Background: an optimization exercise with open tools, aiming at small area. Do not read the settings as production practice. The RTL was checked by simulation tests, not by an equivalence proof against the original design. Power is estimated from default activity; no workload was simulated.

Design regfile_sb, start of the top module:
module regfile_sb #(
    parameter int DATA_W = 32,
    parameter int ADDR_W = 5,
    parameter int BYPASS = 1,
    parameter int V0_IDX = 2,
    parameter int A0_IDX = 4
) (
    input  logic              clk,
    input  logic              rst,
    input  logic [ADDR_W-1:0] rd_addr_a,
    output logic [DATA_W-1:0] rd_data_a,
    input  logic [ADDR_W-1:0] rd_addr_b,
    output logic [DATA_W-1:0] rd_data_b,
    input  logic              wr_en,
    input  logic [ADDR_W-1:0] wr_addr,
    input  logic [DATA_W-1:0] wr_data,
    input  logic              iss_en,
    input  logic [ADDR_W-1:0] iss_addr,
    output logic              busy_a,
    output logic              busy_b,
    output logic [DATA_W-1:0] sys_v0,
    input  logic              print_req,
    output logic [DATA_W-1:0] sys_a0,
    output logic              sys_a0_vld
);
    localparam int DEPTH = 1 << ADDR_W;
    logic [DATA_W-1:0] r_regs [1:DEPTH-1];
    logic [DEPTH-1:1]  r_pend;
    logic [DATA_W-1:0] r_sys_a0;
    logic              r_sys_a0_vld;
    logic [DEPTH-1:1]  w_we;       
    logic [DEPTH-1:1]  w_iss;      
    logic [DEPTH-1:1]  w_sel_a;    
    logic [DEPTH-1:1]  w_sel_b;
    logic              w_hit_a;
    logic              w_hit_b;
    logic [DATA_W-1:0] w_wdata;    
    always_comb begin
        for (int i = 1; i < DEPTH; i++) begin
            w_we[i]    = wr_en && (wr_addr == i[ADDR_W-1:0]);
            w_iss[i]   = iss_en && (iss_addr == i[ADDR_W-1:0]);
  ...
clock: 5.5 ns
lec_check: 0
cap_margin: 20
core_margin: 2
core_utilization: 50
place_density: 0.7
setup_slack_margin: 0.4
slew_margin: 20
synth_hierarchical: 1
standard.sh (not shown) runs the stock make flow with config.mk's settings and CLKGATE_MAP_FILE= SYNTH_SCRIPT=/design/flow/synth_recipe.tcl, a recipe that flattens the netlist after the stock synthesis.
==> flow/flow/run.sh <==
#!/bin/bash
# Standard synthesis, then the standard ORFS layout with a few extra knobs:
# plain buffers on the ports, free resizing, and a clock tree of small
# buffers with larger sink clusters and no dummy loads.
set -euo pipefail
bash standard.sh synth > synth.log 2>&1
bash standard.sh finish \
  "BUFFER_PORTS_ARGS=-buffer_cell sky130_fd_sc_hd__buf_1" \
  "MATCH_CELL_FOOTPRINT=0" \
  "CTS_ARGS=-sink_clustering_enable -repair_clock_nets -dont_use_dummy_load -sink_clustering_size 14 -sink_clustering_max_diameter 80 -buf_list {sky130_fd_sc_hd__clkbuf_8}" \
  > layout.log 2>&1
The starting point produced a clean layout.
Change:
==> flow/run.sh (new file) <==
#!/bin/bash
# synth_recipe.tcl (not shown) runs the flow's synth.tcl, then flattens the netlist and writes it again
# the make line also repeats each setting of config.mk as NAME=value (left out here)
make -C /OpenROAD-flow-scripts/flow DESIGN_CONFIG=/design/flow/config.mk WORK_HOME=/design/flow/orfs CLKGATE_MAP_FILE= SYNTH_SCRIPT=/design/flow/synth_recipe.tcl finish
--- a/flow/config.mk
+++ b/flow/config.mk
@@ -8,7 +8,5 @@
 export CAP_MARGIN = 20
 export CORE_MARGIN = 2
-export CORE_UTILIZATION = 50
-export PLACE_DENSITY = 0.7
-export SETUP_SLACK_MARGIN = 0.4
+export CORE_UTILIZATION = 40
 export SLEW_MARGIN = 20
 export SYNTH_HIERARCHICAL = 1
removed: flow/flow/run.sh
removed: flow/standard.sh
With this change the flow finished but fails on setup timing. Cell area goes up by about 13%. Core utilization goes down by 5.8 points. Total power is higher by 25%. Count of clock-buffer cells in the layout went up by 59. Clock skew fell by 0.037 ns. Clock power went up by about 90%.
Change:
==> flow/flow/run.sh (new file) <==
#!/bin/bash
# Standard synthesis, then the standard ORFS layout with a few extra knobs:
# plain buffers on the ports, free resizing, and a clock tree of small
# buffers with larger sink clusters and no dummy loads.
set -euo pipefail
bash standard.sh synth > synth.log 2>&1
bash standard.sh finish \
  "BUFFER_PORTS_ARGS=-buffer_cell sky130_fd_sc_hd__buf_1" \
  "MATCH_CELL_FOOTPRINT=0" \
  "CTS_ARGS=-sink_clustering_enable -repair_clock_nets -dont_use_dummy_load -sink_clustering_size 10 -sink_clustering_max_diameter 80 -buf_list {sky130_fd_sc_hd__clkbuf_8}" \
  > layout.log 2>&1
==> flow/standard.sh (new file) <==
#!/bin/bash
# synth_recipe.tcl (not shown) runs the flow's synth.tcl, then flattens the netlist and writes it again
# the make line also repeats each setting of config.mk as NAME=value (left out here)
make -C /OpenROAD-flow-scripts/flow DESIGN_CONFIG=/design/flow/config.mk WORK_HOME=/design/flow/orfs CLKGATE_MAP_FILE= SYNTH_SCRIPT=/design/flow/synth_recipe.tcl "${@:-finish}"
--- a/flow/config.mk
+++ b/flow/config.mk
@@ -8,5 +8,5 @@
 export CAP_MARGIN = 20
 export CORE_MARGIN = 2
-export CORE_UTILIZATION = 40
+export CORE_UTILIZATION = 50
 export SLEW_MARGIN = 20
 export SYNTH_HIERARCHICAL = 1
removed: flow/run.sh
Outcome: The changed run ran to the end with no violations; clock skew goes up by 0.017 ns; routed wire length rises by 4.2%; power shrinks by 16%.

-- afterwards: timing with drivers on the ports --
Ports are ideal in the flow. The routed layouts listed here were re-timed in OpenROAD.
Step 1 assumes that a clkbuf_16 drives the clock port and a buf_2 every other input.
Step 2 adds t to the input delays and takes it off the output delays; t is the mean of the earliest and latest rising clock arrival at the registers after step 1. Input paths then give back, and output paths get back, about the clock's delay inside the block.
Slacks: ideal ports / drivers / drivers and shift; pairs: ideal ports / drivers.
| run | t (ns) | slack for setup (ns) | worst setup path at the end | worst data-port slew with drivers (ns) | cell pins on the clock port's net |
|---|---|---|---|---|---|
| the first run | 0.779 | 0.341 / 0.306 / 0.306 | input to output | 0.09 | 1 |
| the second run | 0.764 | -0.022 / -0.054 / -0.054 | input to output | 0.06 | 1 |
| the third run | 0.828 | 0.058 / 0.027 / 0.027 | input to output | 0.09 | 1 |
The setup slack of the first run, which loses most, moves by -0.035 ns with the drivers and by -0.035 ns with both steps.
